This is an optimization exercise on Yosys and OpenROAD, whose aim is small area, not a production implementation.
The RTL was checked by simulation tests, not by an equivalence proof against the original design.
The clock port is modelled as an ideal driver; clocking choices that lean on that would not hold on a real chip.
Power is estimated from default activity; no workload was simulated.

==> run F <==
Design cgra_row_top, start of the top module:
module cgra_row_top (
    input  logic       clk,
    input  logic       rst,
    input  logic       init_en,
    input  logic       run,
    input  logic [4:0] init_sel,
    input  cgra_types_pkg::cfg_word_t  pe_config,
    input  cgra_types_pkg::row_edge_t  n_in,
    input  cgra_types_pkg::row_edge_t  s_in,
    output cgra_types_pkg::row_edge_t  n_out,
    output cgra_types_pkg::row_edge_t  s_out,
    input  logic       host_we,
    input  cgra_types_pkg::addr_t      host_addr,
    input  cgra_types_pkg::word_t      host_wdata
);
==> module pe_bsel, before the edit <==
module pe_bsel (
    input  logic [31:0] b,
    input  logic        keep,
    output logic [31:0] y
);
    assign y = {b[31:1] & {31{keep}}, b[0] | !keep};
endmodule
==> module pe_d, before the edit <==
module pe_d #(parameter bit HAS_E = 1) (
    input  logic        clk,
    input  logic        rst,
    input  logic        init,
    input  logic        run,
    input  logic [12:0] inst_in,
    input  logic [31:0] din_n,
    input  logic [31:0] din_s,
    input  logic [31:0] din_w,
    input  logic        w_ok,
    input  logic [31:0] din_e,
    input  logic        e_ok,
    output logic [31:0] res,
    output logic [31:0] res_n,
    output logic [3:0]  mask,
    output logic [3:0]  mask_n
);
    logic [2:0]  op, src_a, src_b;
    logic [4:0]  sel_a, sel_b;
    logic [3:0]  t;
    logic        gl, gp, addsub, sub;
    logic [31:0] opa, opb, bb, lres, prod;
    always_ff @(posedge clk) begin
        if (rst) begin
            {op, src_a, src_b, mask} <= '0;
        end else if (init) begin
            {op, src_a, src_b, mask} <= inst_in;
        end
    end
    assign sel_a = {!run || src_a == 3'd4, HAS_E && run && src_a == 3'd3 && e_ok,
                    run && src_a == 3'd2 && w_ok, run && src_a == 3'd1, run && src_a == 3'd0};
    assign sel_b = {src_b == 3'd4, HAS_E && src_b == 3'd3 && e_ok, src_b == 3'd2 && w_ok,
                    src_b == 3'd1, src_b == 3'd0};
    assign mask_n = ~mask;
    always_comb begin
        if (!run) t = 4'b1100;             
        else case (op)
            3'd1:    t = 4'b1010;          
            3'd2:    t = 4'b0101;          
            3'd3:    t = 4'b0000;          
            3'd4:    t = 4'b1000;          
            3'd5:    t = 4'b1110;          
            3'd6:    t = 4'b0110;          
            default: t = 4'b1100;          
        endcase
    end
    assign addsub = (op == 3'd1 || op == 3'd2);
    assign sub    = (op == 3'd2);
    assign gp     = !rst && run && (addsub || op == 3'd3);
    assign gl     = !rst && !gp;
    pe_opsel #(.HAS_E(HAS_E)) u_opa (.n(din_n), .s(din_s), .w(din_w), .e(din_e), .self(res), .sel(sel_a), .y(opa));
    pe_opsel #(.HAS_E(HAS_E)) u_opb (.n(din_n), .s(din_s), .w(din_w), .e(din_e), .self(res), .sel(sel_b), .y(opb));
    pe_logic u_log (.a(opa), .b(opb), .t(t), .y(lres));
    pe_bsel  u_bsel (.b(opb), .keep(!addsub), .y(bb));
    mul32lo  u_mul (.na(~opa), .b(bb), .x(lres), .ci(sub), .p(prod));
    pe_res   u_res (.clk(clk), .l(lres), .prod(prod), .gl(gl), .gp(gp), .res_n(res_n), .res(res));
endmodule
==> module mem_wsrc, before the edit <==
module mem_wsrc (
    input  logic        run,
    input  logic [31:0] st_data,
    input  logic [31:0] host_data,
    input  logic        phase,
    output logic [31:0] wcol
);
    assign wcol = (run ? st_data : host_data) ^ {32{phase}};
endmodule
==> module cbg_bank, before the edit <==
module cbg_bank (
    input  logic        clk,
    input  logic        we,           
    input  logic        run,
    input  logic [7:0]  waddr,
    input  logic [31:0] st_data,      
    input  logic [31:0] host_data,    
    input  logic [7:0]  raddr,        
    output logic [31:0] rdata
);
    logic         phase;
    logic [31:0]  wcol, rraw;
    logic [255:0] wsel, nwsel, rsel;
    logic [255:0] bits [32];          
    always_ff @(posedge clk) begin
        if (phase) phase <= 1'b0;
        else       phase <= 1'b1;
    end
    mem_wsrc wsrc (.run(run), .st_data(st_data), .host_data(host_data), .phase(phase), .wcol(wcol));
    logic [15:0] wh, wl, rh, rl;
    always_comb begin
        for (int j = 0; j < 16; j++) begin
            wh[j] = we && waddr[7:4] == 4'(j);
            wl[j] = waddr[3:0] == 4'(j);
            rh[j] = raddr[7:4] == 4'(j);
            rl[j] = raddr[3:0] == 4'(j);
        end
    end
    mem_dec  wdec (.h(wh), .l(wl), .sel(wsel), .sel_n(nwsel));
    mem_dec1 rdec (.h_n(~rh), .l_n(~rl), .sel(rsel));
    for (genvar i = 0; i < 256; i++) begin : g_row
        logic [31:0] q;
        mem_word word_i (
            .clk  (clk),
            .sel  (wsel[i]),
            .nsel (nwsel[i]),
            .wcol (wcol),
            .q    (q)
        );
        for (genvar j = 0; j < 32; j++) begin : g_bit
            assign bits[j][i] = q[j];
        end
    end
    for (genvar j = 0; j < 32; j++) begin : g_rd
        mem_rmux rmux_i (.d(bits[j]), .s(rsel), .y(rraw[j]));
    end
    assign rdata = rraw ^ {32{phase}};
endmodule
==> module cgra_row_top, before the edit <==
module cgra_row_top (
    input  logic       clk,
    input  logic       rst,
    input  logic       init_en,
    input  logic       run,
    input  logic [4:0] init_sel,
    input  cgra_types_pkg::cfg_word_t  pe_config,
    input  cgra_types_pkg::row_edge_t  n_in,
    input  cgra_types_pkg::row_edge_t  s_in,
    output cgra_types_pkg::row_edge_t  n_out,
    output cgra_types_pkg::row_edge_t  s_out,
    input  logic       host_we,
    input  cgra_types_pkg::addr_t      host_addr,
    input  cgra_types_pkg::word_t      host_wdata
);
    logic        ls_rd, ls_wr;
    logic [7:0]  ls_addr, ls_raddr;
    logic [31:0] ls_wdata, bank_rdata;
    pe_row pe_row_i (
        .clk        (clk),
        .rst        (rst),
        .init_en    (init_en),
        .run        (run),
        .init_sel   (init_sel),
        .pe_config  (pe_config),
        .n_in       (n_in),
        .s_in       (s_in),
        .n_out      (n_out),
        .s_out      (s_out),
        .ls_rd      (ls_rd),
        .ls_wr      (ls_wr),
        .ls_addr    (ls_addr),
        .ls_wdata   (ls_wdata),
        .ls_raddr   (ls_raddr),
        .bank_rdata (bank_rdata)
    );
    cbg_bank cbg_bank_i (
        .clk   (clk),
        .we    (ls_wr || (host_we && !run)),
        .run   (run),
        .waddr (run ? ls_addr : host_addr),
        .st_data (ls_wdata),
        .host_data (host_wdata),
        .raddr (ls_raddr),
        .rdata (bank_rdata)
    );
endmodule
Settings: LEC_CHECK=0, CAP_MARGIN=30, CELL_PAD_IN_SITES_DETAIL_PLACEMENT=1, CELL_PAD_IN_SITES_GLOBAL_PLACEMENT=1, CORE_MARGIN=2, CORE_UTILIZATION=40, PLACE_DENSITY=0.7, SLEW_MARGIN=25, SYNTH_HIERARCHICAL=1, SYNTH_MEMORY_MAX_BITS=8192; clock period 13.0 ns.
standard.sh (not shown) runs the stock make flow with config.mk's settings and CLKGATE_MAP_FILE= SYNTH_SCRIPT=/design/flow/synth_recipe.tcl, a recipe that flattens the netlist after the stock synthesis.
==> flow/flow/run.sh <==
#!/bin/bash
# Layout flow: the standard flow (standard.sh), with two changes:
#  - clock tree synthesis without dummy loads, in clusters of clkbuf_16 whose
#    size and diameter are picked per layout: after placement, cts_probe.tcl
#    tries each candidate below on the placed design, and the one with the
#    smallest clock-tree area whose estimated flip-flop clock-pin slew stays
#    under PROBE_MAX_PS is used
#  - port buffers of the smallest buffer cell
# Logs: flow_place.log and flow_rest.log (make's output), cts_probe_*.log
# (one per probe) and cts_probe_summary.log; each ORFS step also keeps its
# own log under orfs/logs/.
set -euo pipefail
export BUFFER_PORTS_ARGS="-buffer_cell sky130_fd_sc_hd__buf_1"
bash standard.sh place > flow_place.log 2>&1

PLATFORM_DIR="$FLOW_HOME/platforms/$FLOW_PLATFORM"
export PROBE_RESULTS="$PWD/orfs/results/$FLOW_PLATFORM/cgra_row_top/base"
export PROBE_TECH_LEF="$PLATFORM_DIR/lef/sky130_fd_sc_hd.tlef"
export PROBE_SC_LEF="$PLATFORM_DIR/lef/sky130_fd_sc_hd_merged.lef"
export PROBE_LIB="$PLATFORM_DIR/lib/sky130_fd_sc_hd__tt_025C_1v80.lib"
export PROBE_PLATFORM_DIR="$PLATFORM_DIR"
PROBE_MAX_PS=115
BASE="-sink_clustering_enable -repair_clock_nets -dont_use_dummy_load -buf_list sky130_fd_sc_hd__clkbuf_16"
BEST=""; BEST_AREA=""; LOW=""; LOW_SLEW=""
for C in 40:80 45:90 35:70 40:70 30:70 30:60 25:50; do
  S=${C%:*}; D=${C#*:}
  ARGS="$BASE -sink_clustering_size $S -sink_clustering_max_diameter $D"
  LOG="cts_probe_${S}_${D}.log"
  PROBE_CTS_ARGS="$ARGS" openroad -threads "$NUM_CORES" -exit flow/cts_probe.tcl > "$LOG" 2>&1 || continue
  LINE=$(grep '^PROBE' "$LOG" || true)
  [[ -n "$LINE" ]] || continue
  AREA=$(echo "$LINE" | awk '{print $3}')
  SLEW=$(echo "$LINE" | awk '{print $5}')
  echo "size $S diameter $D: area $AREA slew_ps $SLEW" >> cts_probe_summary.log
  if [[ -z "$LOW" ]] || awk -v a="$SLEW" -v b="$LOW_SLEW" 'BEGIN { exit !(a < b) }'; then
    LOW="$ARGS"; LOW_SLEW="$SLEW"
  fi
  if awk -v s="$SLEW" -v m="$PROBE_MAX_PS" 'BEGIN { exit !(s <= m) }'; then
    if [[ -z "$BEST" ]] || awk -v a="$AREA" -v b="$BEST_AREA" 'BEGIN { exit !(a < b) }'; then
      BEST="$ARGS"; BEST_AREA="$AREA"
    fi
  fi
done
# none under the limit: the one with the lowest slew; none at all: a tight default
export CTS_ARGS="${BEST:-${LOW:-$BASE -sink_clustering_size 25 -sink_clustering_max_diameter 50}}"
echo "chosen: $CTS_ARGS" >> cts_probe_summary.log
bash standard.sh > flow_rest.log 2>&1
==> flow/flow/cts_probe.tcl <==
# Tries one clock_tree_synthesis setting on the placed design and reports the
# clock tree's cell area and the largest flip-flop clock-pin slew, estimated
# from placement.  Called by run.sh once per candidate setting.
set res $::env(PROBE_RESULTS)
read_lef $::env(PROBE_TECH_LEF)
read_lef $::env(PROBE_SC_LEF)
read_liberty $::env(PROBE_LIB)
read_db $res/3_place.odb
read_sdc $res/3_place.sdc
source $::env(PROBE_PLATFORM_DIR)/setRC.tcl
proc area_of {} {
  set a 0
  foreach inst [[ord::get_db_block] getInsts] {
    set m [$inst getMaster]
    set a [expr {$a + [$m getWidth] * [$m getHeight]}]
  }
  return $a
}
set before [area_of]
eval clock_tree_synthesis $::env(PROBE_CTS_ARGS)
set after [area_of]
set_propagated_clock [all_clocks]
estimate_parasitics -placement
set worst 0
foreach pin [get_pins -hierarchical */CLK] {
  foreach edge {rise fall} {
    set s [get_property $pin slew_max_$edge]
    if {$s > $worst} { set worst $s }
  }
}
puts "PROBE area [expr {($after - $before) / 1e6}] slew_ps [expr {$worst * 1000}]"
==> inputs of run G, as changes to run F <==
- CORE_UTILIZATION: 40 -> 42
- PLACE_DENSITY: 0.7 -> 0.59
==> inputs of run B, as changes to run F <==
--- a/flow/design.v
+++ b/flow/design.v
@@ -96,13 +96,6 @@
             y[j] = a[j] ? (b[j] ? t[3] : t[2]) : (b[j] ? t[1] : t[0]);
     end
 endmodule
-module pe_bsel (
-    input  logic [31:0] b,
-    input  logic        keep,
-    output logic [31:0] y
-);
-    assign y = {b[31:1] & {31{keep}}, b[0] | !keep};
-endmodule
 module pe_res (
     input  logic        clk,
     input  logic [31:0] l, prod,
@@ -163,12 +156,12 @@
     end
     assign addsub = (op == 3'd1 || op == 3'd2);
     assign sub    = (op == 3'd2);
+    assign bb     = {opb[31:1] & {31{!addsub}}, opb[0] | addsub};
     assign gp     = !rst && run && (addsub || op == 3'd3);
     assign gl     = !rst && !gp;
     pe_opsel #(.HAS_E(HAS_E)) u_opa (.n(din_n), .s(din_s), .w(din_w), .e(din_e), .self(res), .sel(sel_a), .y(opa));
     pe_opsel #(.HAS_E(HAS_E)) u_opb (.n(din_n), .s(din_s), .w(din_w), .e(din_e), .self(res), .sel(sel_b), .y(opb));
     pe_logic u_log (.a(opa), .b(opb), .t(t), .y(lres));
-    pe_bsel  u_bsel (.b(opb), .keep(!addsub), .y(bb));
     mul32lo  u_mul (.na(~opa), .b(bb), .x(lres), .ci(sub), .p(prod));
     pe_res   u_res (.clk(clk), .l(lres), .prod(prod), .gl(gl), .gp(gp), .res_n(res_n), .res(res));
 endmodule
@@ -1295,22 +1288,11 @@
                 sel[16*j + k] = ~(h_n[j] | l_n[k]);
     end
 endmodule
-module mem_wsrc (
-    input  logic        run,
-    input  logic [31:0] st_data,
-    input  logic [31:0] host_data,
-    input  logic        phase,
-    output logic [31:0] wcol
-);
-    assign wcol = (run ? st_data : host_data) ^ {32{phase}};
-endmodule
 module cbg_bank (
     input  logic        clk,
     input  logic        we,           
-    input  logic        run,
     input  logic [7:0]  waddr,
-    input  logic [31:0] st_data,      
-    input  logic [31:0] host_data,    
+    input  logic [31:0] wdata,
     input  logic [7:0]  raddr,        
     output logic [31:0] rdata
 );
@@ -1318,11 +1300,8 @@
     logic [31:0]  wcol, rraw;
     logic [255:0] wsel, nwsel, rsel;
     logic [255:0] bits [32];          
-    always_ff @(posedge clk) begin
-        if (phase) phase <= 1'b0;
-        else       phase <= 1'b1;
-    end
-    mem_wsrc wsrc (.run(run), .st_data(st_data), .host_data(host_data), .phase(phase), .wcol(wcol));
+    always_ff @(posedge clk) phase <= ~phase;
+    assign wcol = wdata ^ {32{phase}};
     logic [15:0] wh, wl, rh, rl;
     always_comb begin
         for (int j = 0; j < 16; j++) begin
@@ -1392,10 +1371,8 @@
     cbg_bank cbg_bank_i (
         .clk   (clk),
         .we    (ls_wr || (host_we && !run)),
-        .run   (run),
         .waddr (run ? ls_addr : host_addr),
-        .st_data (ls_wdata),
-        .host_data (host_wdata),
+        .wdata (run ? ls_wdata : host_wdata),
         .raddr (ls_raddr),
         .rdata (bank_rdata)
     );
==> flow/flow/run.sh (replaced) <==
#!/bin/bash
# Layout flow: the standard flow (standard.sh), with three changes:
#  - clock tree synthesis without dummy loads, in clusters of clkbuf_16
#  - port buffers of the smallest buffer cell
#  - non-critical gates downsized after global routing (RECOVER_POWER)
# make's full output goes to flow.log here; each ORFS step also keeps its own
# log under orfs/logs/.
set -euo pipefail
export CTS_ARGS="-sink_clustering_enable -repair_clock_nets -dont_use_dummy_load -buf_list sky130_fd_sc_hd__clkbuf_16 -sink_clustering_size 30 -sink_clustering_max_diameter 60"
export BUFFER_PORTS_ARGS="-buffer_cell sky130_fd_sc_hd__buf_1"
export RECOVER_POWER=100
bash standard.sh > flow.log 2>&1
- CAP_MARGIN: 30 -> 20
- CORE_UTILIZATION: 40 -> 33
- PLACE_DENSITY: 0.7 -> 0.5
- SLEW_MARGIN: 25 -> 20
removed: flow/flow/cts_probe.tcl
==> summary of the runs <==
- Run G finished with timing, DRC and antenna clean. Run F finished clean. Run B finished but failed the layout checks on capacitance limit, slew limit.
- Between run G and run B, the lower worst hold slack is in run B (gap 0.037 ns).
- The lowest register-to-register slack belongs to run B, the highest to run F.
- First-iteration DRC count, highest first: run F, run G, run B.
- Between run G and run B, the lower critical path depth is in run B (gap 20).
- In synthesized cell count, run F and run B hardly differ.
- Clock power: run F < run G < run B.
- Of run B and run F, run B has the higher final area (gap 2.3%, measured against run F).
- Routed wire length: run F < run G < run B.
- The highest power belongs to run B, the lowest to run F.
- Between run G and run B, the lower combinational power is in run B (gap about 1%, measured against run B).
- Setup slack, lowest first: run B, run G, run F.

[separate check: timing with driven ports]
In the flow no input, the clock included, has a driving cell. The finished layouts below were timed again as built, in two steps.
Step 1 (the two cells are an assumption about what drives the block):
set clk [get_ports {clk}]
set_driving_cell -lib_cell sky130_fd_sc_hd__clkbuf_16 $clk
set_driving_cell -lib_cell sky130_fd_sc_hd__buf_2 [delete_from_list [all_inputs] $clk]
Step 2 also shifts input and output timing later by t, the mid clock arrival at the registers, as if the neighbouring blocks saw the same clock.
Three values: no drivers, after step 1, after step 2; two values: the first two.
run | t, ns | slack for setup (ns) | worst data-port slew with drivers (ns)
run F | 1.244 | 2.012 / 2.084 / 0.840 | 0.46
run G | 1.296 | 1.951 / 2.087 / 0.791 | 0.28
run B | 1.304 | 0.256 / 0.256 / -0.512 | 0.28
For run F, which loses most, drivers alone change the setup slack by +0.072 ns; drivers and shift together by -1.172 ns.
